Context: an optimization exercise on an open-source flow, tuned for small area. The choices shown serve that exercise and are no tape-out recipe.
Where RTL was checked, it was by simulation tests only, not by an equivalence proof against the original.
Only the layout flow was run in run 2; the RTL was not checked for function there.
No activity file was given, so power comes from the tool's default toggle rates.

File: design/flow/constraint.sdc
create_clock -name core_clock -period 6.0 [get_ports {clk}]
set_input_delay 1.2000 -clock core_clock [delete_from_list [all_inputs] [get_ports {clk}]]
set_output_delay 1.2000 -clock core_clock [all_outputs]
set_load 0.01 [all_outputs]
File: design/flow/config.mk
export PLATFORM = sky130hd
export DESIGN_NAME = rs_encode_line_adapter
export DESIGN_NICKNAME = rs_encode_line_adapter
export VERILOG_FILES = /design/flow/design.v
export SDC_FILE = /design/flow/constraint.sdc
export NUM_CORES = 4
export LEC_CHECK = 0
export CAP_MARGIN = 20
export CORE_MARGIN = 2
export CORE_UTILIZATION = 75
export PLACE_DENSITY = 0.85
export SLEW_MARGIN = 20
export BUFFER_PORTS_ARGS = -buffer_cell sky130_fd_sc_hd__buf_1
export CTS_ARGS = -sink_clustering_enable -repair_clock_nets -buf_list sky130_fd_sc_hd__clkbuf_16 -sink_clustering_size 40 -sink_clustering_max_diameter 50 -dont_use_dummy_load
File: design/flow/design.v
module rs_encode_line_adapter #(
    parameter int DATA_W    = 64,
    parameter int RS_K_MAX  = 223,
    parameter int NUM_PAR   = 32,
    parameter int OUT_DEPTH = 4,
    localparam int DATA_BYTES = DATA_W / 8,
    localparam int CFG_W      = $clog2(RS_K_MAX + 1),
    localparam int PARITY_W   = 8 * NUM_PAR
) (
    input  logic                clk,
    input  logic                rst_n,
    input  logic [CFG_W-1:0]    cfg_k,
    input  logic                src_line_val,
    input  logic [DATA_W-1:0]   src_line,
    output logic                src_line_rdy,
    output logic                enc_start,
    output logic                enc_sym_val,
    output logic [7:0]          enc_sym,
    input  logic                enc_par_val,
    input  logic [7:0]          enc_par,
    output logic                dst_line_val,
    output logic [DATA_W-1:0]   dst_line,
    output logic [PARITY_W-1:0] dst_parity,
    output logic                dst_last,
    input  logic                dst_line_rdy,
    output logic                busy,
    output logic [1:0]          dbg_state
);
    localparam int BI_W  = $clog2(DATA_BYTES);
    localparam int PTR_W = $clog2(OUT_DEPTH);
    localparam int CNT_W = $clog2(OUT_DEPTH + 1);
    localparam logic [CFG_W-1:0] K_MAX = CFG_W'(RS_K_MAX);
    localparam logic [1:0] IDLE = 2'd0, SER = 2'd1, WAIT_PAR = 2'd2;
    logic [1:0]            state, state_nxt;
    logic                  blk_active;
    logic                  first_byte;
    logic                  last_line;
    logic                  init_done;
    logic [BI_W-1:0]       byte_idx;
    logic [CFG_W-1:0]      rem;
    logic [DATA_W-1:0]     mem_line [OUT_DEPTH];
    localparam int NQ = OUT_DEPTH - 1;
    logic [PARITY_W-1:0]   par_q [NQ];    
    logic [PARITY_W-1:0]   par_head;      
    logic [NQ-1:0]         qw_oh, qr_oh;  
    logic [2:0]            n_par;         
    logic                  pop_last, head_from_q, head_from_col;
    logic [PARITY_W-1:0]   q_head;
    logic [OUT_DEPTH-1:0]  mem_last;
    logic [OUT_DEPTH-1:0]  wr_oh, ser_oh;
    logic [OUT_DEPTH-1:0]  rd_oh;         
    logic [CNT_W-1:0]      count;
    logic [CFG_W-1:0]      k_new, rem_in;
    logic                  next_is_last, room, line_end, ser_done;
    logic                  par_hit, par_final, accept, push, pop;
    logic [DATA_W-1:0]     held_next;
    logic [DATA_W-1:0]     ser_line;
    always_comb begin
        state_nxt = state;
        k_new     = (cfg_k == '0 || cfg_k > K_MAX) ? K_MAX : cfg_k;
        case (state)
            IDLE:    rem_in = blk_active ? rem : k_new;
            SER:     rem_in = rem - 1'b1;
            default: rem_in = rem;
        endcase
        next_is_last = (32'(rem_in) <= DATA_BYTES);
        room = next_is_last ? (count < CNT_W'(OUT_DEPTH)) : (count < CNT_W'(OUT_DEPTH - 1));
        line_end  = (state == SER) && (byte_idx == BI_W'(DATA_BYTES - 1)) && !last_line;
        ser_done  = (state == SER) && last_line && (rem == CFG_W'(1));
        src_line_rdy = init_done && room && ((state == IDLE) || line_end);
        accept    = src_line_val && src_line_rdy;
        par_hit   = (state == WAIT_PAR) && enc_par_val;
        par_final = par_hit && (rem == CFG_W'(-(NUM_PAR - 1)));
        held_next = src_line;
        case (state)
            IDLE:     if (accept) state_nxt = SER;
            SER:      if (ser_done) state_nxt = WAIT_PAR;
                      else if (line_end && !accept) state_nxt = IDLE;
            WAIT_PAR: if (par_final) state_nxt = IDLE;
            default:  state_nxt = IDLE;
        endcase
    end
    always_ff @(posedge clk or negedge rst_n) begin
        if (!rst_n) state <= IDLE;
        else        state <= state_nxt;
    end
    always_ff @(posedge clk or negedge rst_n) begin
        if (!rst_n) begin
            blk_active <= 1'b0;
            init_done  <= 1'b0;
        end else begin
            init_done <= 1'b1;
            if (accept) blk_active <= 1'b1;
            if (par_final) blk_active <= 1'b0;
        end
    end
    always_ff @(posedge clk) begin
        if (state == SER || par_hit) rem <= rem - 1'b1;
        if (state == SER) begin
            byte_idx   <= byte_idx + 1'b1;
            first_byte <= 1'b0;
        end
        if (accept) begin
            byte_idx   <= '0;
            rem        <= rem_in;
            last_line  <= next_is_last;
            first_byte <= !blk_active;
        end
    end
    always_comb begin
        push = (accept && !next_is_last) || par_final;
        pop  = dst_line_val && dst_line_rdy;
    end
    always_ff @(posedge clk or negedge rst_n) begin
        if (!rst_n) begin
            rd_oh  <= OUT_DEPTH'(1);
            wr_oh  <= OUT_DEPTH'(1);
            count  <= '0;
        end else begin
            if (push) wr_oh  <= {wr_oh[OUT_DEPTH-2:0], wr_oh[OUT_DEPTH-1]};
            if (pop)  rd_oh  <= {rd_oh[OUT_DEPTH-2:0], rd_oh[OUT_DEPTH-1]};
            case ({push, pop})
                2'b10:   count <= count + 1'b1;
                2'b01:   count <= count - 1'b1;
                default: count <= count;
            endcase
        end
    end
    always_ff @(posedge clk) begin
        for (int i = 0; i < OUT_DEPTH; i++) begin
            if (accept && wr_oh[i]) begin
                mem_line[i] <= held_next;
                mem_last[i] <= next_is_last;
            end
        end
    end
    always_comb begin
        pop_last      = pop && dst_last;
        head_from_q   = pop_last && (n_par >= 3'd2);
        head_from_col = par_final && ((n_par == 3'd0) || (n_par == 3'd1 && pop_last));
        q_head        = '0;
        for (int i = 0; i < NQ; i++)
            q_head = q_head | (par_q[i] & {PARITY_W{qr_oh[i]}});
    end
    always_ff @(posedge clk) begin
        for (int i = 0; i < NQ; i++) begin
            if (par_hit && !par_final && qw_oh[i])
                par_q[i][PARITY_W-9:0] <= {par_q[i][PARITY_W-17:0], enc_par};
            if (par_final && qw_oh[i])
                par_q[i][PARITY_W-1 -: 8] <= enc_par;
        end
        if (head_from_q || head_from_col)
            par_head <= {q_head[PARITY_W-9:0], head_from_q ? q_head[PARITY_W-1 -: 8] : enc_par};
    end
    always_ff @(posedge clk or negedge rst_n) begin
        if (!rst_n) begin
            qw_oh <= NQ'(1);
            qr_oh <= NQ'(1);
            n_par <= '0;
        end else begin
            if (par_final && !head_from_col) qw_oh <= {qw_oh[NQ-2:0], qw_oh[NQ-1]};
            if (head_from_q)                 qr_oh <= {qr_oh[NQ-2:0], qr_oh[NQ-1]};
            case ({par_final, pop_last})
                2'b10:   n_par <= n_par + 1'b1;
                2'b01:   n_par <= n_par - 1'b1;
                default: n_par <= n_par;
            endcase
        end
    end
    assign ser_oh = last_line ? wr_oh : {wr_oh[0], wr_oh[OUT_DEPTH-1:1]};
    always_comb begin
        ser_line = '0;
        for (int i = 0; i < OUT_DEPTH; i++)
            ser_line = ser_line | (mem_line[i] & {DATA_W{ser_oh[i]}});
    end
    assign dst_line_val = (count != '0);
    assign dst_parity   = par_head;
    always_comb begin
        dst_line   = '0;
        dst_last   = 1'b0;
        for (int i = 0; i < OUT_DEPTH; i++) begin
            dst_line   = dst_line   | (mem_line[i] & {DATA_W{rd_oh[i]}});
            dst_last   = dst_last   | (mem_last[i] & rd_oh[i]);
        end
    end
    assign enc_sym_val  = (state == SER);
    assign enc_start    = (state == SER) && first_byte;
    assign enc_sym      = ser_line[DATA_W-1-8*byte_idx -: 8];
    assign busy         = blk_active;
    assign dbg_state    = state;
endmodule
File: design/flow/standard.sh
#!/bin/bash
# synth_recipe.tcl (not shown) runs the flow's synth.tcl, then flattens the netlist and writes it again
# the make line also repeats each setting of config.mk as NAME=value (left out here)
make -C /OpenROAD-flow-scripts/flow DESIGN_CONFIG=/design/flow/config.mk WORK_HOME=/design/flow/orfs CLKGATE_MAP_FILE= SYNTH_SCRIPT=/design/flow/synth_recipe.tcl "${@:-finish}"
File: design/flow/flow/run.sh
#!/bin/bash
# Standard ORFS layout with smaller port buffers and a leaner clock tree.
set -e
cat >> config.mk <<'MK'
export BUFFER_PORTS_ARGS = -buffer_cell sky130_fd_sc_hd__buf_1
export CTS_ARGS = -sink_clustering_enable -repair_clock_nets -buf_list sky130_fd_sc_hd__clkbuf_16 -sink_clustering_size 40 -sink_clustering_max_diameter 50 -dont_use_dummy_load
MK
bash standard.sh > standard.log 2>&1
==> impl_metrics.ini, run 1 <==
[critical_path]
cp.arrival_ns = 4.00
worst-path-buf-inv = 2
cpPeakStageDelay_ns = 0.94
critical_path.startpoint_type = register
path_cells = mux2_2, buf_4, a22o_1, a221oi_1, mux4_2, a211o_1, o21ai_0, buf_1
setup.worst_path.end_class = output port
path_class = register to output port
cp_max_fo = 40
cp_top_family = multiplexers
slowest_stage = mux2_2
worst_ep_required_time_ns = 4.80

[yosys]
yosys.area.top_type = edfxtp_1
synth_ff_type = edfxtp_1
ys_warn_count = 3
synth.net_count = 2693
synth_top_area_share_pct = 80.9
synth_edf_count = 1294
avgSynthCellArea_sq_um = 18.5
netlist_area_sq_um = 48000
postSynthCellCount = 2595
seq_area_frac_synth_pct = 82.3
synth_area_leaders = edfxtp_1 (81%), a222oi_1 (5.3%), a22oi_1 (2.8%)
synth-async-reset-ratio_pct = 1.82
ys_seq_elements = 1321
synth_cell_types = 70

[cells_and_area]
layout_common_cells = edfxtp_1 (1294), buf_1 (420), inv_1 (266)
drive_gt1_share_pct = 6.07
n_fill_cell = 2695
finish.net_count = 3084
syn2layout_area_growth_pct = 9.92
final_common_cell = edfxtp_1

[floorplanning]
die_h_um = 257
start_util_pct = 76.0
die_w_um = 257
core_sq_um = 63200
placementRows = 92
dieArea_sq_um = 66100
ioPinCount = 421

[timing]
period_share_pct = 86.6
worst_pin_slew_ns = 1.04
rsz0062_at_grt = false
setup-violations-final = 0
skew_ns = 0.0656
tns_ns = 0
drv_slew = 0
hold_violations = 0
clock.fmax_ghz = 0.192
timing.slew.headroom_pct = 30.5
timing.final.crit_period_ns = 5.20

[global_routing]
grt_usage_pct = 35.0
grt_pass1_wl_mm = 172
grt_pass1_vias = 27200
antenna_found_initial = 10
grt-ovfl-total = 0
grt_max_degree = 187

[detailed_routing]
drt_pass1_iterations = 14
vias = 27800
drtAntennaViolNets = 0
vias_per_cell = 7.25
wirelength_mm = 117
wl_per_cell_um = 30.4
drt-initial-drc-count = 5369
remaining_drc_errors = 0

[clocking]
clock_latency_ns = 0.67
cts_resized = 0
cts-root-buf = clkbuf_16
cts_made_buffers = 89
cts_buffer_depth = 3
cts-htree-levels = 3
clk_pin_slew_ns = 0.08
cts.sinks = 1321
hold_buffers = 0
cts_tree = done
post-cts-setup-buffers = 0

[min_path]
hold_class = register to register

[placed_design]
gp_congestion = 0.867
dp_hpwl_mm = 65.5
io_buffers = 420

[power_and_ir_drop]
ir_drop_mv = 0.263
leakage_nw = 18.9
power.density_nw_per_um2 = 317
p_total_mw = 16.7

[status]
outcome = timing/DRC/antenna clean

[flow_run]
drv_cap = 0
[worst paths after layout]
| check | from | endpoint | slack, ns | cells past startpoint |
|---|---|---|---|---|
| min reg2reg | par_q[1][175] | par_q[1][183] | 0.40 | 0 |
| max in group asynchronous | rst_n | qw_oh[0] | 5.11 | 2 |
| max reg2reg | state[1] | mem_line[3][10] | 1.42 | 10 |
| min in group asynchronous | rst_n | wr_oh[2] | 0.53 | 2 |
| max | last_line | enc_sym[7] | 0.80 | 8 |
| min | par_q[1][175] | par_q[1][183] | 0.40 | 0 |
[cells in the mapped netlist, drive strengths merged (3+ instances only)]
master,count
clkbuf,118
a211oi,3
mux2,19
nand2,93
dfstp,4
edfxtp,1294
nor2,27
a21oi,19
or3,3
nand3,5
a31oi,11
a222oi,256
xnor2,8
and2,16
dfrtp,20
a211o,7
a221o,3
nand2b,7
mux2i,6
a22o,42
ha,12
inv,267
a22oi,177
dfxtp,3
o211ai,3
nor4,3
a221oi,47
o21ai,18
and3,8
xor2,5
nor3,9
mux4,8
buf,41
or2,3
[through the flow]
stage / cell area, sq um / setup slack, ns / hold WS [ns] / cells / util [%]
floorplan: 48000 / 0.502 / 0.426 / 2595 / -
global placement: 50500 / 1.35 / 0.428 / 3741 / 80.0
detailed placement: 50500 / 1.26 / 0.432 / 3741 / 80.0
CTS: 52800 / 0.819 / 0.412 / 3830 / 83.5
global route: 52800 / 0.681 / 0.417 / 3836 / 83.5
finish: 52800 / 0.805 / 0.402 / 3838 / 83.5
[kinds of logic after synthesis]
family / synth area share [%]
DFF: 82.3
adders and majority gates: 0.354
and+or+nand+nor: 1.80
muxes: 0.946
buffers and inverters: 3.38
other: 0.00781
xor gates and xnor gates: 0.237
AOI/OAI and AO/OA: 10.9
[area by class of cell]
type / instances / area, sq um / area share, %
clock buffers: 89 / 2230 / 4.22
inverters: 267 / 1000 / 1.90
multi-input cells: 848 / 6880 / 13.0
well taps: 846 / 1060 / 2.01
repair buffers: 459 / 2040 / 3.87
diodes: 8 / 20.0 / 0.0379
flip-flops and latches: 1321 / 39500 / 74.9
[flip-flops by register name (all words and copies together) (netlist names)]
| name | count |
|---|---|
| blk_active | 1 |
| byte_idx | 3 |
| count | 3 |
| first_byte | 1 |
| init_done | 1 |
| last_line | 1 |
| mem_last | 4 |
| mem_line | 256 |
| n_par | 3 |
| par_head | 256 |
| par_q | 768 |
| qr_oh | 3 |
| qw_oh | 3 |
| rd_oh | 4 |
| rem | 8 |
| state | 2 |
| wr_oh | 4 |
[metal layers]
layer / GRT usage, % / up-vias / wire length, um
li1: - / 11300 / -
met1: 48.4 / 13800 / 39900
met2: 57.3 / 2390 / 58700
met3: 6.30 / 264 / 13600
met4: 12.6 / 4 / 4380
met5: 0 / - / 31
[report_power, final]
part	internal [mW]	leakage, nW	switching [mW]
Clock	2.62	1.10	2.77
Combinational	0.407	5.27	0.739
Sequential	10.1	12.5	0.114
Total	13.1	18.9	3.62
==> inputs of run 2 (changes only) <==
--- a/design/flow/design.v
+++ b/design/flow/design.v
@@ -27,7 +27,6 @@
     output logic [1:0]          dbg_state
 );
     localparam int BI_W  = $clog2(DATA_BYTES);
-    localparam int PTR_W = $clog2(OUT_DEPTH);
     localparam int CNT_W = $clog2(OUT_DEPTH + 1);
     localparam logic [CFG_W-1:0] K_MAX = CFG_W'(RS_K_MAX);
     localparam logic [1:0] IDLE = 2'd0, SER = 2'd1, WAIT_PAR = 2'd2;
@@ -47,8 +46,9 @@
     logic                  pop_last, head_from_q, head_from_col;
     logic [PARITY_W-1:0]   q_head;
     logic [OUT_DEPTH-1:0]  mem_last;
-    logic [OUT_DEPTH-1:0]  wr_oh, ser_oh;
-    logic [OUT_DEPTH-1:0]  rd_oh;         
+    logic [OUT_DEPTH-1:0]  wr_oh;         
+    logic [OUT_DEPTH-1:0]  ser_oh;        
+    logic [OUT_DEPTH-1:0]  rd_oc;         
     logic [CNT_W-1:0]      count;
     logic [CFG_W-1:0]      k_new, rem_in;
     logic                  next_is_last, room, line_end, ser_done;
@@ -113,12 +113,12 @@
     end
     always_ff @(posedge clk or negedge rst_n) begin
         if (!rst_n) begin
-            rd_oh  <= OUT_DEPTH'(1);
+            rd_oc  <= ~OUT_DEPTH'(1);
             wr_oh  <= OUT_DEPTH'(1);
             count  <= '0;
         end else begin
             if (push) wr_oh  <= {wr_oh[OUT_DEPTH-2:0], wr_oh[OUT_DEPTH-1]};
-            if (pop)  rd_oh  <= {rd_oh[OUT_DEPTH-2:0], rd_oh[OUT_DEPTH-1]};
+            if (pop)  rd_oc  <= {rd_oc[OUT_DEPTH-2:0], rd_oc[OUT_DEPTH-1]};
             case ({push, pop})
                 2'b10:   count <= count + 1'b1;
                 2'b01:   count <= count - 1'b1;
@@ -141,13 +141,14 @@
         q_head        = '0;
         for (int i = 0; i < NQ; i++)
             q_head = q_head | (par_q[i] & {PARITY_W{qr_oh[i]}});
+        q_head        = ~q_head;
     end
     always_ff @(posedge clk) begin
         for (int i = 0; i < NQ; i++) begin
             if (par_hit && !par_final && qw_oh[i])
-                par_q[i][PARITY_W-9:0] <= {par_q[i][PARITY_W-17:0], enc_par};
+                par_q[i][PARITY_W-9:0] <= {par_q[i][PARITY_W-17:0], ~enc_par};
             if (par_final && qw_oh[i])
-                par_q[i][PARITY_W-1 -: 8] <= enc_par;
+                par_q[i][PARITY_W-1 -: 8] <= ~enc_par;
         end
         if (head_from_q || head_from_col)
             par_head <= {q_head[PARITY_W-9:0], head_from_q ? q_head[PARITY_W-1 -: 8] : enc_par};
@@ -167,20 +168,22 @@
             endcase
         end
     end
-    assign ser_oh = last_line ? wr_oh : {wr_oh[0], wr_oh[OUT_DEPTH-1:1]};
+    always_ff @(posedge clk) begin
+        if (accept) ser_oh <= ~wr_oh;    
+    end
     always_comb begin
-        ser_line = '0;
+        ser_line = '1;
         for (int i = 0; i < OUT_DEPTH; i++)
-            ser_line = ser_line | (mem_line[i] & {DATA_W{ser_oh[i]}});
+            ser_line = ser_line & (mem_line[i] | {DATA_W{ser_oh[i]}});
     end
     assign dst_line_val = (count != '0);
     assign dst_parity   = par_head;
     always_comb begin
-        dst_line   = '0;
-        dst_last   = 1'b0;
+        dst_line   = '1;
+        dst_last   = 1'b1;
         for (int i = 0; i < OUT_DEPTH; i++) begin
-            dst_line   = dst_line   | (mem_line[i] & {DATA_W{rd_oh[i]}});
-            dst_last   = dst_last   | (mem_last[i] & rd_oh[i]);
+            dst_line   = dst_line   & (mem_line[i] | {DATA_W{rd_oc[i]}});
+            dst_last   = dst_last   & (mem_last[i] | rd_oc[i]);
         end
     end
     assign enc_sym_val  = (state == SER);
==> design/flow/flow/run.sh (replaced) <==
#!/bin/bash
# Standard ORFS layout with smaller port buffers and a leaner clock tree.
set -e
cat >> config.mk <<'MK'
export BUFFER_PORTS_ARGS = -buffer_cell sky130_fd_sc_hd__buf_1
export CTS_ARGS = -sink_clustering_enable -repair_clock_nets -buf_list sky130_fd_sc_hd__clkbuf_8 -sink_clustering_size 18 -sink_clustering_max_diameter 60 -dont_use_dummy_load
MK
bash standard.sh > standard.log 2>&1
--- a/design/flow/config.mk
+++ b/design/flow/config.mk
@@ -11,4 +11,4 @@
 export PLACE_DENSITY = 0.85
 export SLEW_MARGIN = 20
 export BUFFER_PORTS_ARGS = -buffer_cell sky130_fd_sc_hd__buf_1
-export CTS_ARGS = -sink_clustering_enable -repair_clock_nets -buf_list sky130_fd_sc_hd__clkbuf_16 -sink_clustering_size 40 -sink_clustering_max_diameter 50 -dont_use_dummy_load
+export CTS_ARGS = -sink_clustering_enable -repair_clock_nets -buf_list sky130_fd_sc_hd__clkbuf_8 -sink_clustering_size 18 -sink_clustering_max_diameter 60 -dont_use_dummy_load
==> run 2 against run 1 <==
- sequential share of layout area is 3.8 points higher
- non-clock buffer count decreased by 2
- wire length is 7.8% lower
- die area shrank 2.6%
- combinational power grew 45%
- highest routed layer unchanged
==> impl_metrics.ini, run 2 <==
[status]
outcome = timing/DRC/antenna clean

[cells_and_area]
largest_register_ff_count = 768
syn2layout_area_growth_pct = 7.80
fin_util_pct = 81.6
layout_common_cells = edfxtp_1 (1298), buf_1 (420), o22ai_1 (260)
largest_registers = par_q: 768 flops, mem_line: 256 flops, par_head: 256 flops
drive_gt1_share_pct = 5.74
finish.net_count = 2868
final_common_cell = edfxtp_1
largest-register = par_q

[yosys]
ys_seq_elements = 1325
synth_ff_type = edfxtp_1
seq_area_frac_synth_pct = 84.8
yosys.area.top_type = edfxtp_1
netlist_area_sq_um = 46700
synth_area_leaders = edfxtp_1 (83%), a222oi_1 (5.5%), o22ai_1 (3.5%)
yosys-top-cells-count = edfxtp_1 (1298), o22ai_1 (260), a222oi_1 (256), clkbuf_1 (137), nor2_1 (98)
synth_cell_types = 60
ys_warn_count = 3
yosysMostFrequentCell = edfxtp_1
synth_top_area_share_pct = 83.4
postSynthCellCount = 2391
synth.net_count = 2489
avgSynthCellArea_sq_um = 19.5
synth-async-reset-ratio_pct = 1.81
synth_edf_count = 1298

[global_routing]
grt_usage_pct = 33.0
grt-ovfl-total = 0
grt_pass1_vias = 25400
antenna_found_initial = 8
grt_max_degree = 153
grt_pass1_wl_mm = 155

[timing]
timing.final.crit_period_ns = 5.33
whs_ns = 0.427
period_share_pct = 88.8
setup-violations-final = 0
hold_violations = 0
worst_pin_slew_ns = 1.07
setup_ws_ns = 0.671
timing.slew.headroom_pct = 28.9
drv_slew = 0
skew_ns = 0.0636
clock.fmax_ghz = 0.188
rsz0062_at_grt = false

[floorplanning]
core_sq_um = 61700
die_h_um = 254
placementRows = 91
die_w_um = 254
start_util_pct = 75.7
ioPinCount = 421
dieArea_sq_um = 64300

[clocking]
cts_made_buffers = 83
cts.sinks = 1325
cts-htree-levels = 3
clock_latency_ns = 0.72
clk_pin_slew_ns = 0.10
hold_buffers = 0
cts_tree = done
cts_buffer_depth = 3
cts-root-buf = clkbuf_8
post-cts-setup-buffers = 0
cts_resized = 0

[critical_path]
setup.worst_path.end_class = output port
r2r-end = mem_line[3][29]
cp_max_fo = 29
regToRegSetupSlack_ns = 1.65
critical_path.startpoint_type = register
worstReg2RegStart = rem[0]
path_class = register to output port
worst_ep_required_time_ns = 4.80
worst_r2r_path_depth = 10
cp.arrival_ns = 4.13

[placed_design]
gp_congestion = 0.896
dp_hpwl_mm = 67.3
io_buffers = 420
place_ws_ns = 1.40

[flow_run]
drv_cap = 0

[min_path]
min_from = par_q[0][102]
hold_class = register to register
min_path_cells = 0
hold-path-endpoint = par_q[0][110]

[power_and_ir_drop]
power.density_nw_per_um2 = 316
internal_power_mw = 12.1
combinationalPowerShare_pct = 10.5
p_seq_share_pct = 66.2
clockPowerShare_pct = 23.4
switching_share_pct = 23.8
ir_drop_mv = 0.341
leakage_nw = 14.0
netSwitchingPower_mw = 3.80

[detailed_routing]
wirelength_mm = 108
remaining_drc_errors = 0
vias_per_cell = 7.29
drtAntennaViolNets = 0
wl_per_cell_um = 29.8
drt_pass1_iterations = 12
drt-initial-drc-count = 5056
vias = 26300
==> run 2: cell types whose count changed after synthesis, sizes merged, moves of 30 or more <==
cell / delta
nand2: -67
o21ai: +30
a22oi: -175
a221oi: -46
inv: -241
o22ai: +258
nor2: +71
a22o: -42
==> run 2: worst max-delay path: stages, from the launching register on <==
cell and delay, ns:
dfxtp_1 0.32, buf_4 0.33, clkinv_1 0.38, ha_1 0.33, xor2_1 0.74, nand3b_1 0.47
o32ai_1 0.62, buf_1 0.20
==> run 2: power by group through the flow <==
| stage | clock network, mW | logic (mW) | registers (mW) |
|---|---|---|---|
| floorplan | 0 | 1.12 | 10.7 |
| global placement | 0 | 1.56 | 10.7 |
| finish | 3.73 | 1.67 | 10.5 |
| CTS | 3.75 | 1.61 | 10.5 |
| detailed placement | 0 | 1.60 | 10.7 |
| global route | 4.01 | 1.77 | 10.6 |
==> run 2: layout make-up <==
| type | instances | area, sq um |
|---|---|---|
| Timing Repair Buffer | 457 | 2000 |
| Inverter | 28 | 106 |
| Fill cell | 2926 | 11300 |
| Sequential cell | 1325 | 39700 |
| Tap cell | 837 | 1050 |
| Multi-Input combinational cell | 875 | 6400 |
| Antenna cell | 9 | 22.5 |
| Clock buffer | 83 | 1140 |
==> run 2: logic make-up after synthesis <==
kind of cell               Yosys count  synth area share, %
AOI/OAI and AO/OA                  626                 10.5
muxes                               22                0.514
and+or+nand+nor                    198                 1.96
adders and majority gates           13                0.364
other                                1              0.00802
DFF                               1325                 84.8
buffers and inverters              191                 1.58
xor gates and xnor gates            15                0.281
==> run 2: worst max-delay path by stage <==
stage	from	slack, ns	cells past startpoint	to
final	byte_idx[0]	0.67	7	enc_sym[0]
after global routing	byte_idx[0]	0.54	9	enc_sym[5]
after CTS	byte_idx[0]	0.81	9	enc_sym[7]
after detailed placement	cfg_k[6]	1.40	9	mem_line[3][41]
after global placement	cfg_k[6]	1.50	9	mem_line[3][41]
after floorplan	cfg_k[6]	-0.02	9	mem_last[0]
==> run 2: metrics by stage <==
stage / power, mW / setup TNS, ns / cell area, sq um / instances
after detailed placement: 12.3 / 0 / 49200 / 3522
after CTS: 15.9 / 0 / 50400 / 3605
after global routing: 16.3 / 0 / 50400 / 3610
final: 15.9 / 0 / 50400 / 3614
after floorplan: 11.8 / -4.05 / 46700 / 2391
after global placement: 12.3 / 0 / 49200 / 3522
==> run 2: metal layers <==
metal | wire, um | global-route usage [%] | up-vias
li1 | - | - | 10900
met1 | 35800 | 43.2 | 13000
met2 | 54900 | 55.8 | 2111
met3 | 12300 | 6.99 | 302
met4 | 4390 | 11.7 | 6
met5 | 41 | 0 | -
==> inputs of run 3 (changes only) <==
--- a/design/flow/design.v
+++ b/design/flow/design.v
@@ -113,7 +113,7 @@
     end
     always_ff @(posedge clk or negedge rst_n) begin
         if (!rst_n) begin
-            rd_oc  <= ~OUT_DEPTH'(1);
+            rd_oc  <= {{(OUT_DEPTH-1){1'b1}}, 1'b0};
             wr_oh  <= OUT_DEPTH'(1);
             count  <= '0;
         end else begin
==> run 3 against run 2 <==
- total power is 0.16% higher
- flip-flop and latch count stayed put
- sequential share of layout area hardly changed
- non-clock buffer count is 2 higher
- critical endpoint is now enc_sym[6]
==> impl_metrics.ini, run 3 <==
[flow_run]
drv_cap = 0

[min_path]
min_path_cells = 0
hold_class = register to register

[timing]
worst_pin_slew_ns = 1.17
timing.slew.headroom_pct = 22.1
hold_violations = 0
tns_ns = 0
rsz0062_at_grt = false
skew_ns = 0.0522
setup-violations-final = 0
clock.fmax_ghz = 0.192
drv_slew = 0
period_share_pct = 86.6
timing.final.crit_period_ns = 5.20

[clocking]
cts-root-buf = clkbuf_8
cts_tree = done
clock_latency_ns = 0.75
hold_buffers = 0
cts_buffer_depth = 3
cts_resized = 0
post-cts-setup-buffers = 0
cts_made_buffers = 83
clk_pin_slew_ns = 0.11
cts.sinks = 1325
cts-htree-levels = 3

[yosys]
yosys.area.top_type = edfxtp_1
synth_xor_area_share_pct = 0.281
avgSynthCellArea_sq_um = 19.5
yosys-top-cells-count = edfxtp_1 (1298), o22ai_1 (260), a222oi_1 (256), clkbuf_1 (137), nor2_1 (98)
netlist_area_sq_um = 46700
seq_area_frac_synth_pct = 84.8
synth_area_leaders = edfxtp_1 (83%), a222oi_1 (5.5%), o22ai_1 (3.5%)
synth.net_count = 2489
ys_seq_elements = 1325
synth_fa_ha_area_share_pct = 0.364
synth-async-reset-ratio_pct = 1.81
synth.area.mux_share_pct = 0.514
synth_top_area_share_pct = 83.4
synth_edf_count = 1298
ys_warn_count = 3
synth_top_family_by_area = compound AO/OA/AOI/OAI gates
synth_cell_types = 60
synth_ff_type = edfxtp_1
yosysMostFrequentCell = edfxtp_1
yosys.area_share.simple_pct = 1.96
postSynthCellCount = 2391
synth_compound_area_share_pct = 10.5

[status]
outcome = timing/DRC/antenna clean

[detailed_routing]
wl_per_cell_um = 30.3
drt_pass1_iterations = 11
remaining_drc_errors = 0
wirelength_mm = 109
drtAntennaViolNets = 0
vias_per_cell = 7.27
drt-initial-drc-count = 4584
vias = 26300

[floorplanning]
ioPinCount = 421
die_h_um = 254
start_util_pct = 75.7
core_sq_um = 61700
die_w_um = 254
dieArea_sq_um = 64300
placementRows = 91

[critical_path]
cp.arrival_ns = 4.00
critical_path.startpoint_type = register
worst_ep_required_time_ns = 4.80
cp_max_fo = 29
setup.worst_path.end_class = output port
path_class = register to output port
worst_r2r_path_depth = 8

[placed_design]
gp_congestion = 0.961
postPlaceCellArea_sq_um = 49200
dp.cells = 3524
dp_hpwl_mm = 68.1
io_buffers = 420

[cells_and_area]
largest_register_ff_count = 768
fin_util_pct = 81.7
largest-register = par_q
final_cells = 3612
final_common_cell = edfxtp_1
drive_gt1_share_pct = 5.81
layout_common_cells = edfxtp_1 (1298), buf_1 (420), o22ai_1 (260)
finish.net_count = 2870
largest_registers = par_q: 768 flops, mem_line: 256 flops, par_head: 256 flops
postLayoutCellArea_sq_um = 50400
syn2layout_area_growth_pct = 7.83

[global_routing]
grt-ovfl-total = 0
grt_usage_pct = 33.4
grt_pass1_vias = 25400
grt_max_degree = 158
grt_pass1_wl_mm = 158
antenna_found_initial = 13

[power_and_ir_drop]
power.density_nw_per_um2 = 317
ir_drop_mv = 0.272
p_total_mw = 16.0
leakage_nw = 14.1
[run 3: cells by family after synthesis]
| family | Yosys count |
|---|---|
| buffers and inverters | 191 |
| flip-flops | 1325 |
| AND/OR/NAND/NOR | 198 |
| adder cells (fa/ha/maj) | 13 |
| XOR/XNOR | 15 |
| AO/OA/AOI/OAI | 626 |
| other | 1 |
| multiplexers | 22 |
[run 3: layout make-up]
type | instances | area [sq um]
inverters | 28 | 106
diodes | 5 | 12.5
well taps | 837 | 1050
flip-flops and latches | 1325 | 39700
multi-input cells | 875 | 6400
repair buffers | 459 | 2030
clock buffers | 83 | 1140
fillers | 2966 | 11300
[run 3: worst paths after layout]
check                                  end  slack [ns]    startpoint
max                             enc_sym[6]        0.80   byte_idx[0]
min                           par_q[1][84]        0.43  par_q[1][76]
max reg2reg                mem_line[3][31]        1.66      state[1]
min reg2reg                   par_q[1][84]        0.43  par_q[1][76]
max in group asynchronous         rd_oc[2]        5.21         rst_n
min in group asynchronous         wr_oh[1]        0.47         rst_n
[run 3: metrics by stage]
| stage | setup slack [ns] | hold slack, ns |
|---|---|---|
| 2_1_floorplan | -0.0156 | 0.426 |
| 3_3_place_gp | 1.49 | 0.429 |
| 3_5_place_dp | 1.33 | 0.432 |
| 4_1_cts | 0.705 | 0.431 |
| 5_1_grt | 0.613 | 0.438 |
| 6_report | 0.802 | 0.433 |
[run 3: worst max-delay path, stage by stage, from the launching register on]
cell and delay [ns]:
dfxtp_1 0.33, buf_4 0.31, clkinv_1 0.38, ha_2 0.31, xor2_1 0.73, nand3b_1 0.44
o32ai_1 0.59, buf_1 0.20
[run 3: metal layers]
metal	track usage [%]	up-vias	part of all wire, %
li1	-	10900	-
met1	45.8	13000	34
met2	54.8	2079	50
met3	7.59	255	12
met4	10.6	16	3.3
met5	0	-	0.073
[run 3: report_power, final]
group | total [mW] | internal, mW | switching, mW | leakage [nW]
clock network | 3.74 | 1.25 | 2.49 | 0.597
logic | 1.68 | 0.559 | 1.12 | 2.32
registers | 10.5 | 10.3 | 0.209 | 11.1
total | 16.0 | 12.1 | 3.82 | 14.1
==> inputs of run 4 (changes only) <==
--- a/design/flow/design.v
+++ b/design/flow/design.v
@@ -44,7 +44,6 @@
     logic [NQ-1:0]         qw_oh, qr_oh;  
     logic [2:0]            n_par;         
     logic                  pop_last, head_from_q, head_from_col;
-    logic [PARITY_W-1:0]   q_head;
     logic [OUT_DEPTH-1:0]  mem_last;
     logic [OUT_DEPTH-1:0]  wr_oh;         
     logic [OUT_DEPTH-1:0]  ser_oh;        
@@ -134,24 +133,39 @@
             end
         end
     end
+    logic [NQ-1:0]         oc_q, oc_qlo;
+    logic                  oc_hold, oc_col;
+    logic [PARITY_W-1:0]   head_next;
     always_comb begin
         pop_last      = pop && dst_last;
         head_from_q   = pop_last && (n_par >= 3'd2);
         head_from_col = par_final && ((n_par == 3'd0) || (n_par == 3'd1 && pop_last));
-        q_head        = '0;
-        for (int i = 0; i < NQ; i++)
-            q_head = q_head | (par_q[i] & {PARITY_W{qr_oh[i]}});
-        q_head        = ~q_head;
+        oc_hold       = head_from_q || head_from_col;
+        oc_col        = !head_from_col;
+        for (int i = 0; i < NQ; i++) begin
+            oc_q[i]   = !(oc_hold && qr_oh[i]);
+            oc_qlo[i] = !(head_from_q && qr_oh[i]);
+        end
+    end
+    for (genvar b = 0; b < PARITY_W; b++) begin : g_head
+        if (b >= 8) begin : g_hi
+            rs_sel4oc u_sel (.oc({oc_hold, oc_q}),
+                             .d({par_head[b], par_q[2][b-8], par_q[1][b-8], par_q[0][b-8]}),
+                             .y(head_next[b]));
+        end else begin : g_lo
+            rs_sel5oc u_sel (.oc({oc_col, oc_hold, oc_qlo}),
+                             .d({enc_par[b], par_head[b], par_q[2][PARITY_W-8+b], par_q[1][PARITY_W-8+b], par_q[0][PARITY_W-8+b]}),
+                             .y(head_next[b]));
+        end
     end
     always_ff @(posedge clk) begin
         for (int i = 0; i < NQ; i++) begin
             if (par_hit && !par_final && qw_oh[i])
-                par_q[i][PARITY_W-9:0] <= {par_q[i][PARITY_W-17:0], ~enc_par};
+                par_q[i][PARITY_W-9:0] <= {par_q[i][PARITY_W-17:0], enc_par};
             if (par_final && qw_oh[i])
-                par_q[i][PARITY_W-1 -: 8] <= ~enc_par;
-        end
-        if (head_from_q || head_from_col)
-            par_head <= {q_head[PARITY_W-9:0], head_from_q ? q_head[PARITY_W-1 -: 8] : enc_par};
+                par_q[i][PARITY_W-1 -: 8] <= enc_par;
+        end
+        par_head <= head_next;
     end
     always_ff @(posedge clk or negedge rst_n) begin
         if (!rst_n) begin
@@ -192,3 +206,17 @@
     assign busy         = blk_active;
     assign dbg_state    = state;
 endmodule
+module rs_sel4oc (
+    input  logic [3:0] oc,
+    input  logic [3:0] d,
+    output logic       y
+);
+    assign y = &(oc | d);
+endmodule
+module rs_sel5oc (
+    input  logic [4:0] oc,
+    input  logic [4:0] d,
+    output logic       y
+);
+    assign y = &(oc | d);
+endmodule
--- a/design/flow/config.mk
+++ b/design/flow/config.mk
@@ -10,5 +10,6 @@
 export CORE_UTILIZATION = 75
 export PLACE_DENSITY = 0.85
 export SLEW_MARGIN = 20
+export SYNTH_HIERARCHICAL = 1
 export BUFFER_PORTS_ARGS = -buffer_cell sky130_fd_sc_hd__buf_1
 export CTS_ARGS = -sink_clustering_enable -repair_clock_nets -buf_list sky130_fd_sc_hd__clkbuf_8 -sink_clustering_size 18 -sink_clustering_max_diameter 60 -dont_use_dummy_load
==> run 4 against run 3 <==
- final area is 1.6% lower
- clock-buffer cell count up 1
- flip-flop and latch count did not move
- wire length shrank 3.1%
- register-to-register slack worse by 0.42 ns
- largest power group unchanged
- still clean
- critical endpoint is now src_line_rdy
- synthesized cell count is 18% higher
- hold slack got worse by 0.016 ns
- global-route usage fell by 0.18 points
- critical path depth increased by 2
- cell count increased by 13%
==> impl_metrics.ini, run 4 <==
[status]
outcome = timing/DRC/antenna clean

[yosys]
synth_edf_count = 1042
synth_cell_types = 71
synth_top_area_share_pct = 68.6
yosysMostFrequentCell = edfxtp_1
avgSynthCellArea_sq_um = 16.2
synth-async-reset-ratio_pct = 1.81
seq_area_frac_synth_pct = 81.3
ys_warn_count = 9
synth.net_count = 2919
ys_seq_elements = 1325
synth_area_leaders = edfxtp_1 (69%), dfxtp_1 (11%), o22ai_1 (11%)
netlist_area_sq_um = 45600
yosys-top-cells-count = edfxtp_1 (1042), o22ai_1 (769), nor2_1 (356), dfxtp_1 (259), clkbuf_1 (36)
postSynthCellCount = 2821
yosys.area.top_type = edfxtp_1
synth_ff_type = edfxtp_1

[floorplanning]
die_h_um = 251
die_w_um = 251
start_util_pct = 75.7
core_sq_um = 60200
dieArea_sq_um = 62800
ioPinCount = 421
placementRows = 90

[cells_and_area]
n_fill_cell = 3053
postLayoutCellArea_sq_um = 49600
layout_common_cells = edfxtp_1 (1042), o22ai_1 (769), buf_1 (420)
finish.net_count = 3393
largest_registers = par_q: 768 flops, mem_line: 256 flops, par_head: 256 flops
largest_register_ff_count = 768
largest-register = par_q
final_common_cell = edfxtp_1
syn2layout_area_growth_pct = 8.66
drive_gt1_share_pct = 5.50

[critical_path]
cp_max_fo = 20
worst_ep_required_time_ns = 4.80
setup.worst_path.end_class = output port
path_class = register to output port
r2r-end = par_head[111]
regToRegSetupSlack_ns = 1.24
worstReg2RegStart = rem[1]
cp.arrival_ns = 3.98
critical_path.startpoint_type = register
worst_r2r_path_depth = 12

[flow_run]
drv_cap = 0

[power_and_ir_drop]
leakage_nw = 15.6
power.density_nw_per_um2 = 394
ir_drop_mv = 0.265

[min_path]
min_path_cells = 0
hold-path-endpoint = par_q[0][23]
min_from = par_q[0][15]
hold_class = register to register

[detailed_routing]
wl_per_cell_um = 26.0
drt_pass1_iterations = 8
vias = 28300
vias_per_cell = 6.93
drt-initial-drc-count = 3619
drtAntennaViolNets = 0
wirelength_mm = 106
remaining_drc_errors = 0

[clocking]
cts_resized = 0
cts.sinks = 1325
cts_made_buffers = 84
cts_buffer_depth = 3
hold_buffers = 0
clk_pin_slew_ns = 0.10
cts-htree-levels = 3
cts-root-buf = clkbuf_8
post-cts-setup-buffers = 0
cts_tree = done
clock_latency_ns = 0.72

[timing]
skew_ns = 0.0534
drv_slew = 0
period_share_pct = 86.3
worst_pin_slew_ns = 1.17
setup-violations-final = 0
clock.fmax_ghz = 0.193
timing.slew.headroom_pct = 21.9
timing.final.crit_period_ns = 5.18
rsz0062_at_grt = false
hold_violations = 0
whs_ns = 0.417
tns_ns = 0

[global_routing]
grt_max_degree = 138
antenna_found_initial = 7
grt_pass1_vias = 28200
grt_usage_pct = 33.2
grt_pass1_wl_mm = 160
grt-ovfl-total = 0

[placed_design]
gp_congestion = 0.868
io_buffers = 420
dp_hpwl_mm = 65.2
postPlaceCellArea_sq_um = 48400
-- run 4: cell types whose count changed after synthesis, moves of 16 or more --
cell / delta
clkbuf_1: -101
o22ai_1: +509
dfxtp_1: +256
o21ai_0: -16
edfxtp_1: -256
nor2_1: +258
a222oi_1: -256
-- run 4: worst max-delay path by stage --
stage                startpoint               to  depth (start not counted)
detailed placement     cfg_k[5]  mem_line[0][41]                          9
CTS                    state[1]     src_line_rdy                          9
finish                 state[1]     src_line_rdy                          9
global route           state[1]     src_line_rdy                          9
floorplan           enc_par_val    par_head[100]                          8
global placement       cfg_k[7]  mem_line[0][49]                          9
-- run 4: area by class of cell --
type                            count  area [sq um]  share of cell area, %
Sequential cell                  1325         37100                   74.8
Multi-Input combinational cell   1396          8220                   16.6
Timing Repair Buffer              461          2010                   4.06
Clock buffer                       84          1160                   2.33
Tap cell                          782           978                   1.97
Inverter                           27           101                  0.204
Antenna cell                       10          25.0                 0.0505
-- run 4: cells by family after synthesis --
| logic type | count (synthesis) | synth area share (%) |
|---|---|---|
| AO/OA/AOI/OAI | 876 | 12.3 |
| XOR/XNOR | 15 | 0.288 |
| adder cells (fa/ha/maj) | 13 | 0.373 |
| buffers and inverters | 100 | 0.877 |
| flip-flops | 1325 | 81.3 |
| multiplexers | 19 | 0.469 |
| other | 1 | 0.00822 |
| AND/OR/NAND/NOR | 472 | 4.44 |
-- run 4: modules after synthesis (local to each module, per instance) --
module / cells / cell area (sq um) / copies in the design / flops+latches
rs_encode_line_adapter: 2045 / 41400 / 1 / 1325
rs_sel5oc: 4 / 26.3 / 8 / 0
rs_sel4oc: 3 / 16.3 / 248 / 0
-- run 4: routing by layer --
metal / routed length (um) / global-route usage [%] / vias to the layer above
met1: 39600 / 45.9 / 14000
met3: 10600 / 6.57 / 239
met2: 51400 / 52.6 / 1720
met5: 13 / 0 / -
li1: - / - / 12300
met4: 4440 / 14.8 / 2
-- run 4: through the flow --
step                      cells  power [mW]  utilization, %  worst slack, ns
after floorplan            2821        14.0               -            -2.33
after global placement     3991        15.6            80.3            0.978
after detailed placement   3991        15.9            80.3            0.993
after CTS                  4075        19.5            82.2            0.878
after global routing       4081        20.2            82.3            0.635
final                      4085        19.5            82.3            0.819
-- run 4: worst max-delay path, stage by stage (launching register included) --
cell and delay [ns]:
dfrtp_1 0.89, nand2b_1 0.54, inv_1 0.12, a221oi_1 0.29, o21ai_0 0.21, o32ai_1 0.53, nand3_4 0.18, inv_1 0.18
o21a_1 0.17, buf_1 0.18
-- run 4: power by group --
| part | internal, mW | total (mW) | switching, mW |
|---|---|---|---|
| Combinational | 1.37 | 4.07 | 2.70 |
| Sequential | 10.9 | 11.7 | 0.749 |
| Clock | 1.26 | 3.75 | 2.49 |
| Total | 13.6 | 19.5 | 5.94 |
==> inputs of run 5 (changes only) <==
--- a/design/flow/design.v
+++ b/design/flow/design.v
@@ -125,12 +125,24 @@
             endcase
         end
     end
+    logic [OUT_DEPTH-1:0]  ld_line;
+    logic [DATA_W-1:0]     line_next [OUT_DEPTH];
+    logic [OUT_DEPTH-1:0]  last_next;
+    for (genvar i = 0; i < OUT_DEPTH; i++) begin : g_slot
+        assign ld_line[i] = accept && wr_oh[i];
+        rs_sel2oc #(.W(DATA_W)) u_line (
+            .oc_a(ld_line[i]), .a(mem_line[i]),
+            .oc_b(!ld_line[i]), .b(held_next),
+            .y(line_next[i]));
+        rs_sel2oc #(.W(1)) u_last (
+            .oc_a(ld_line[i]), .a(mem_last[i]),
+            .oc_b(!ld_line[i]), .b(next_is_last),
+            .y(last_next[i]));
+    end
     always_ff @(posedge clk) begin
         for (int i = 0; i < OUT_DEPTH; i++) begin
-            if (accept && wr_oh[i]) begin
-                mem_line[i] <= held_next;
-                mem_last[i] <= next_is_last;
-            end
+            mem_line[i] <= line_next[i];
+            mem_last[i] <= last_next[i];
         end
     end
     logic [NQ-1:0]         oc_q, oc_qlo;
@@ -158,13 +170,23 @@
                              .y(head_next[b]));
         end
     end
-    always_ff @(posedge clk) begin
-        for (int i = 0; i < NQ; i++) begin
-            if (par_hit && !par_final && qw_oh[i])
-                par_q[i][PARITY_W-9:0] <= {par_q[i][PARITY_W-17:0], enc_par};
-            if (par_final && qw_oh[i])
-                par_q[i][PARITY_W-1 -: 8] <= enc_par;
-        end
+    logic [NQ-1:0]         ld_qsh, ld_qtop;
+    logic [PARITY_W-1:0]   q_next [NQ];
+    for (genvar i = 0; i < NQ; i++) begin : g_q
+        assign ld_qsh[i]  = par_hit && !par_final && qw_oh[i];
+        assign ld_qtop[i] = par_final && qw_oh[i];
+        rs_sel2oc #(.W(PARITY_W - 8)) u_sh (
+            .oc_a(ld_qsh[i]), .a(par_q[i][PARITY_W-9:0]),
+            .oc_b(!ld_qsh[i]), .b({par_q[i][PARITY_W-17:0], enc_par}),
+            .y(q_next[i][PARITY_W-9:0]));
+        rs_sel2oc #(.W(8)) u_top (
+            .oc_a(ld_qtop[i]), .a(par_q[i][PARITY_W-1 -: 8]),
+            .oc_b(!ld_qtop[i]), .b(enc_par),
+            .y(q_next[i][PARITY_W-1 -: 8]));
+    end
+    always_ff @(posedge clk) begin
+        for (int i = 0; i < NQ; i++)
+            par_q[i] <= q_next[i];
         par_head <= head_next;
     end
     always_ff @(posedge clk or negedge rst_n) begin
@@ -220,3 +242,14 @@
 );
     assign y = &(oc | d);
 endmodule
+module rs_sel2oc #(
+    parameter int W = 1
+) (
+    input  logic         oc_a,
+    input  logic [W-1:0] a,
+    input  logic         oc_b,
+    input  logic [W-1:0] b,
+    output logic [W-1:0] y
+);
+    assign y = ({W{oc_a}} | a) & ({W{oc_b}} | b);
+endmodule
==> run 5 against run 4 <==
- register-to-register slack better by 0.25 ns
- clock power is 2% higher
- fmax is 3.2% higher
- cell count is 26% higher
- hold slack better by 0.032 ns
- critical path type unchanged
- largest cell class unchanged
- largest power group unchanged
- highest routed layer unchanged
==> impl_metrics.ini, run 5 <==
[yosys]
seq_area_frac_synth_pct = 57.7
postSynthCellCount = 4080
synth_cell_types = 75
synth.net_count = 4178
yosysMostFrequentCell = dfxtp_1
synth_edf_count = 14
synth-async-reset-ratio_pct = 1.81
ys_warn_count = 13
synth_ff_type = dfxtp_1
synth_area_leaders = dfxtp_1 (55%), o22a_1 (19%), o22ai_1 (10%)
netlist_area_sq_um = 46500
ys_seq_elements = 1325
synth_top_area_share_pct = 55.5
avgSynthCellArea_sq_um = 11.4
yosys.area.top_type = dfxtp_1
yosys-top-cells-count = dfxtp_1 (1287), o22a_1 (1028), o22ai_1 (768), nor2_1 (352), buf_6 (136)

[min_path]
hold_class = input pin to asynchronous set/reset pin

[detailed_routing]
wl_per_cell_um = 24.4
drt_pass1_iterations = 8
wirelength_mm = 125
vias_per_cell = 7.23
drt-initial-drc-count = 4256
drtAntennaViolNets = 0
remaining_drc_errors = 0
vias = 37100

[floorplanning]
ioPinCount = 421
core_sq_um = 61500
start_util_pct = 75.6
die_h_um = 253
dieArea_sq_um = 63900
placementRows = 91
die_w_um = 253

[global_routing]
grt_max_degree = 214
grt_pass1_vias = 34800
grt-ovfl-total = 0
grt_pass1_wl_mm = 193
grt_usage_pct = 37.6
antenna_found_initial = 12

[critical_path]
cpPeakStageDelay_ns = 0.54
cp_top_family = compound AO/OA/AOI/OAI gates
worst_ep_required_time_ns = 4.80
critical_path.startpoint_type = register
cp_max_fo = 29
setup.worst_path.end_class = output port
worst-path-buf-inv = 3
path_cells = clkinv_1, ha_1, buf_4, nor3_1, a211oi_1, a21oi_1, o21ai_0, o32ai_1, buf_1
path_class = register to output port
slowest_stage = ha_1
cp.arrival_ns = 3.82

[cells_and_area]
fin_util_pct = 78.8
final_cells = 5135
finish.net_count = 4435
drive_gt1_share_pct = 4.48
final_common_cell = dfxtp_1
largest-register = par_q
syn2layout_area_growth_pct = 4.32
layout_common_cells = dfxtp_1 (1287), o22a_1 (1028), o22ai_1 (768)
largest_register_ff_count = 768
largest_registers = par_q: 768 flops, mem_line: 256 flops, par_head: 256 flops

[power_and_ir_drop]
switching_share_pct = 32.4
p_total_mw = 20.3
internal_power_mw = 13.7
clockPowerShare_pct = 18.9
netSwitchingPower_mw = 6.56
p_seq_share_pct = 56.3
power.density_nw_per_um2 = 418
ir_drop_mv = 0.421
combinationalPowerShare_pct = 24.8
leakage_nw = 18.1

[placed_design]
gp_congestion = 0.907
io_buffers = 420
dp.cells = 5042
dp_hpwl_mm = 76.2

[clocking]
cts_tree = done
cts_buffer_depth = 3
cts_made_buffers = 83
hold_buffers = 0
cts.sinks = 1325
post-cts-setup-buffers = 0
cts-root-buf = clkbuf_8
cts_resized = 0
clk_pin_slew_ns = 0.11
clock_latency_ns = 0.73
cts-htree-levels = 3

[timing]
timing.slew.headroom_pct = 17.8
timing.final.crit_period_ns = 5.02
hold_violations = 0
rsz0062_at_grt = false
skew_ns = 0.0348
period_share_pct = 83.6
worst_pin_slew_ns = 1.23
whs_ns = 0.449
drv_slew = 0
clock.fmax_ghz = 0.199
setup-violations-final = 0

[status]
outcome = timing/DRC/antenna clean

[flow_run]
drv_cap = 0
[run 5: metal layers]
layer,global-route usage [%],vias to the layer above,routed length [um]
met5,0,-,13
met4,17.3,2,6050
met3,6.78,379,11300
met2,59.8,1950,58500
met1,50.1,18200,49500
li1,-,16500,-
[run 5: per-stage QoR]
stage          setup WS (ns)  TNS, ns  cell area (sq um)
6_report               0.981        0              48500
3_3_place_gp            1.42        0              47300
4_1_cts                 1.12        0              48400
2_1_floorplan          -2.38  -589.40              46500
3_5_place_dp            1.28        0              47300
5_1_grt                0.921        0              48500
[run 5: cell families (layout without fill, tap and decap cells)]
| kind of cell | after synthesis | count (layout) | share of synthesized area (%) |
|---|---|---|---|
| flip-flops | 1325 | 1325 | 57.7 |
| buffers and inverters | 334 | 589 | 5.56 |
| multiplexers | 18 | 18 | 0.409 |
| XOR/XNOR | 14 | 14 | 0.264 |
| adder cells (fa/ha/maj) | 13 | 13 | 0.366 |
| AND/OR/NAND/NOR | 477 | 477 | 4.43 |
| AO/OA/AOI/OAI | 1898 | 1898 | 31.3 |
| other | 1 | 11 | 0.00807 |
[run 5: power groups by stage]
stage	sequential, mW	combinational [mW]	clock, mW
global placement	11.5	4.74	0
finish	11.4	5.02	3.83
CTS	11.4	4.91	3.85
global route	11.6	5.39	4.16
detailed placement	11.6	4.88	0
floorplan	11.4	3.30	0
[run 5: area by class of cell]
type | count | area (sq um)
sequential | 1325 | 26800
clock buffer | 83 | 1140
tap | 790 | 988
inverter | 34 | 150
multi-input combinational | 2421 | 17200
fill | 4097 | 13000
antenna | 10 | 25.0
timing repair buffer | 472 | 2190
[run 5: worst paths after layout]
check                         startpoint         endpoint  slack (ns)  cells past startpoint
max                          byte_idx[0]       enc_sym[6]        0.98                      9
min                                rst_n         qw_oh[2]        0.45                      2
max reg2reg                       rem[1]  mem_line[1][37]        1.49                     11
min reg2reg                par_q[1][251]    par_q[1][251]        0.49                      1
max in group asynchronous          rst_n         rd_oc[1]        5.24                      2
min in group core_clock    par_q[1][251]    par_q[1][251]        0.49                      1
[run 5: Yosys stat by module (local to each module, per instance), a selection]
module	flip-flops and latches	cells
rs_sel5oc	0	4
rs_sel4oc	0	3
rs_encode_line_adapter	1325	2046
==> inputs of run 6 (changes only) <==
--- a/design/flow/config.mk
+++ b/design/flow/config.mk
@@ -7,8 +7,8 @@
 export LEC_CHECK = 0
 export CAP_MARGIN = 20
 export CORE_MARGIN = 2
-export CORE_UTILIZATION = 75
-export PLACE_DENSITY = 0.85
+export CORE_UTILIZATION = 80
+export PLACE_DENSITY = 0.88
 export SLEW_MARGIN = 20
 export SYNTH_HIERARCHICAL = 1
 export BUFFER_PORTS_ARGS = -buffer_cell sky130_fd_sc_hd__buf_1
==> run 6 against run 5 <==
- wire length is 1.2% higher
- setup slack better by 0.057 ns
- first-iteration DRC count is 9.4% higher
- total power increased by 0.14%
- hold slack worse by 0.015 ns
- cell count is 0.62% lower
- die area decreased by 6.2%
==> impl_metrics.ini, run 6 <==
[floorplanning]
ioPinCount = 421
die_h_um = 245
start_util_pct = 80.7
core_sq_um = 57600
die_w_um = 245
placementRows = 88
dieArea_sq_um = 60000

[clocking]
clk_pin_slew_ns = 0.11
cts-root-buf = clkbuf_8
cts_buffer_depth = 3
post-cts-setup-buffers = 0
clock_latency_ns = 0.74
cts_made_buffers = 83
cts-htree-levels = 3
cts.sinks = 1325
hold_buffers = 0
cts_tree = done
cts_resized = 0

[cells_and_area]
syn2layout_area_growth_pct = 3.94
drive_gt1_share_pct = 4.30
layout_common_cells = dfxtp_1 (1287), o22a_1 (1028), o22ai_1 (768)
finish.net_count = 4427
postLayoutCellArea_sq_um = 48300
largest_register_ff_count = 768
largest-register = par_q
largest_registers = par_q: 768 flops, mem_line: 256 flops, par_head: 256 flops
final_common_cell = dfxtp_1

[detailed_routing]
vias = 37600
vias_per_cell = 7.37
wirelength_mm = 127
remaining_drc_errors = 0
drtAntennaViolNets = 0
wl_per_cell_um = 24.9
drt-initial-drc-count = 4656
drt_pass1_iterations = 6

[critical_path]
worstReg2RegStart = rem[0]
cp_max_fo = 9
cp.arrival_ns = 3.76
cpPeakStageDelay_ns = 0.68
setup.worst_path.end_class = output port
cp_top_family = simple AND/OR/NAND/NOR gates
slowest_stage = nor4_1
critical_path.startpoint_type = register
crit_start = byte_idx[0]
path_cells = clkinv_1, ha_1, nand2_1, nor4_1, nor4_1, a211o_1, o31ai_1, buf_1
crit_top_cell = nor4_1
worst_ep_required_time_ns = 4.80
path_class = register to output port
worst-path-buf-inv = 2

[timing]
setup-violations-final = 0
tns_ns = 0
drv_slew = 0
worst_pin_slew_ns = 1.14
clock.fmax_ghz = 0.202
setup_ws_ns = 1.04
timing.final.crit_period_ns = 4.96
timing.slew.headroom_pct = 24.0
rsz0062_at_grt = false
period_share_pct = 82.7
hold_violations = 0
whs_ns = 0.434
skew_ns = 0.0450

[flow_run]
drv_cap = 0

[yosys]
synth-async-reset-ratio_pct = 1.81
ys_warn_count = 13
yosys.area.top_type = dfxtp_1
seq_area_frac_synth_pct = 57.7
yosys-top-cells-count = dfxtp_1 (1287), o22a_1 (1028), o22ai_1 (768), nor2_1 (352), buf_6 (136)
yosysMostFrequentCell = dfxtp_1
synth_ff_type = dfxtp_1
ys_seq_elements = 1325
synth_area_leaders = dfxtp_1 (55%), o22a_1 (19%), o22ai_1 (10%)
netlist_area_sq_um = 46500
synth_cell_types = 75
postSynthCellCount = 4080
synth.net_count = 4178
avgSynthCellArea_sq_um = 11.4
synth_top_area_share_pct = 55.5
synth_edf_count = 14

[power_and_ir_drop]
leakage_nw = 18.0
p_seq_share_pct = 56.1
combinationalPowerShare_pct = 25.1
power.density_nw_per_um2 = 420
switching_share_pct = 32.5
netSwitchingPower_mw = 6.60
p_total_mw = 20.3
internal_power_mw = 13.7
ir_drop_mv = 0.416
clockPowerShare_pct = 18.8

[status]
outcome = timing/DRC/antenna clean

[global_routing]
grt_max_degree = 205
grt_pass1_wl_mm = 195
grt-ovfl-total = 0
grt_pass1_vias = 35000
grt_usage_pct = 40.3
antenna_found_initial = 11

[placed_design]
dp_hpwl_mm = 74.9
io_buffers = 420
gp_congestion = 0.899
postPlaceCellArea_sq_um = 47100
place_ws_ns = 1.58

[min_path]
hold_class = input pin to asynchronous set/reset pin
[run 6: cell counts after synthesis]
No cell type changed its count.
[run 6: cell type report]
cell class                 instances  area (sq um)
tap                              765           957
antenna                           11          27.5
clock buffer                      83          1140
multi-input combinational       2421         17200
inverter                          34           150
sequential                      1325         26800
fill                            3468          9300
timing repair buffer             464          2020
[run 6: worst paths after layout]
path	cells past startpoint	end	slack (ns)
setup / recovery	8	enc_sym[3]	1.04
hold / removal	2	blk_active	0.43
setup reg to reg	10	mem_line[2][51]	1.80
hold reg to reg	1	par_q[2][240]	0.48
max in group asynchronous	2	rd_oc[1]	5.26
min in group core_clock	1	par_q[2][240]	0.48
[run 6: stage by stage]
step / instances / util (%)
2_1_floorplan: 4080 / -
3_3_place_gp: 5009 / 81.8
3_5_place_dp: 5009 / 81.8
4_1_cts: 5092 / 83.8
5_1_grt: 5098 / 83.8
6_report: 5103 / 83.8
[run 6: per-module statistics from Yosys (local to each module, per instance), a selection]
module                  flops+latches  copies in the design
rs_encode_line_adapter           1325                     1
rs_sel5oc                           0                     8
rs_sel4oc                           0                   248
[run 6: power by group through the flow]
stage                     combinational (mW)  clock [mW]  sequential, mW
final                                   5.09        3.82            11.4
after global routing                    5.42        4.14            11.5
after CTS                               4.95        3.81            11.3
after detailed placement                4.92           0            11.5
after global placement                  4.76           0            11.5
after floorplan                         3.30           0            11.4
[run 6: worst register-to-register path, delay by kind of cell, from the launching register on]
family,cells,cell delay [ns]
AND/OR/NAND/NOR,4,1.72
AO/OA/AOI/OAI,3,1.34
flip-flops,1,0.55
adder cells (fa/ha/maj),1,0.23
XOR/XNOR,1,0.18
buffers and inverters,1,0.12
[run 6: logic make-up after synthesis]
logic type	count (synthesis)	synth area share [%]
compound gates	1898	31.3
xor+xnor	14	0.264
fa+ha+maj	13	0.366
buf+inv	334	5.56
flops	1325	57.7
mux	18	0.409
other cells	1	0.00807
simple gates	477	4.43
[run 6: routing by layer]
metal | track usage (%) | wire, um | up-vias
li1 | - | - | 16500
met1 | 54.1 | 48800 | 18500
met2 | 63.4 | 58800 | 2168
met3 | 7.76 | 12700 | 411
met4 | 18.8 | 6610 | 4
met5 | 0 | 23 | -

## what the ideal ports hide
In the flow no input, the clock included, has a driving cell. The finished layouts below were timed again as built, in two steps.
Step 1 sets driving cells, clkbuf_16 on the clock port and buf_2 on the other inputs (assumed; they add their load-dependent delay and slew).
Step 2 also shifts input and output timing later by t, the mid clock arrival at the registers, as if the neighbouring blocks saw the same clock.
a / b / c = no drivers / after step 1 / after step 2; a / b = the first two.
run | t, ns | slack for setup (ns) | hold slack, ns | latest minus earliest clock arrival (ns) | worst data-port slew with drivers (ns)
run 1 | 0.699 | 0.805 / 0.739 / 1.220 | 0.402 / 0.402 / 0.402 | 0.066 / 0.066 | 0.11
run 2 | 0.748 | 0.671 / 0.607 / 1.356 | 0.427 / 0.427 / 0.427 | 0.080 / 0.079 | 0.12
run 3 | 0.778 | 0.802 / 0.739 / 1.287 | 0.433 / 0.430 / 0.433 | 0.065 / 0.065 | 0.14
run 4 | 0.750 | 0.819 / 0.763 / 0.950 | 0.417 / 0.417 / 0.417 | 0.054 / 0.055 | 0.12
run 5 | 0.770 | 0.981 / 0.919 / 1.224 | 0.449 / 0.414 / 0.485 | 0.036 / 0.036 | 0.12
run 6 | 0.781 | 1.038 / 0.977 / 1.451 | 0.434 / 0.395 / 0.484 | 0.047 / 0.046 | 0.12
After both steps every run listed still meets setup and hold.
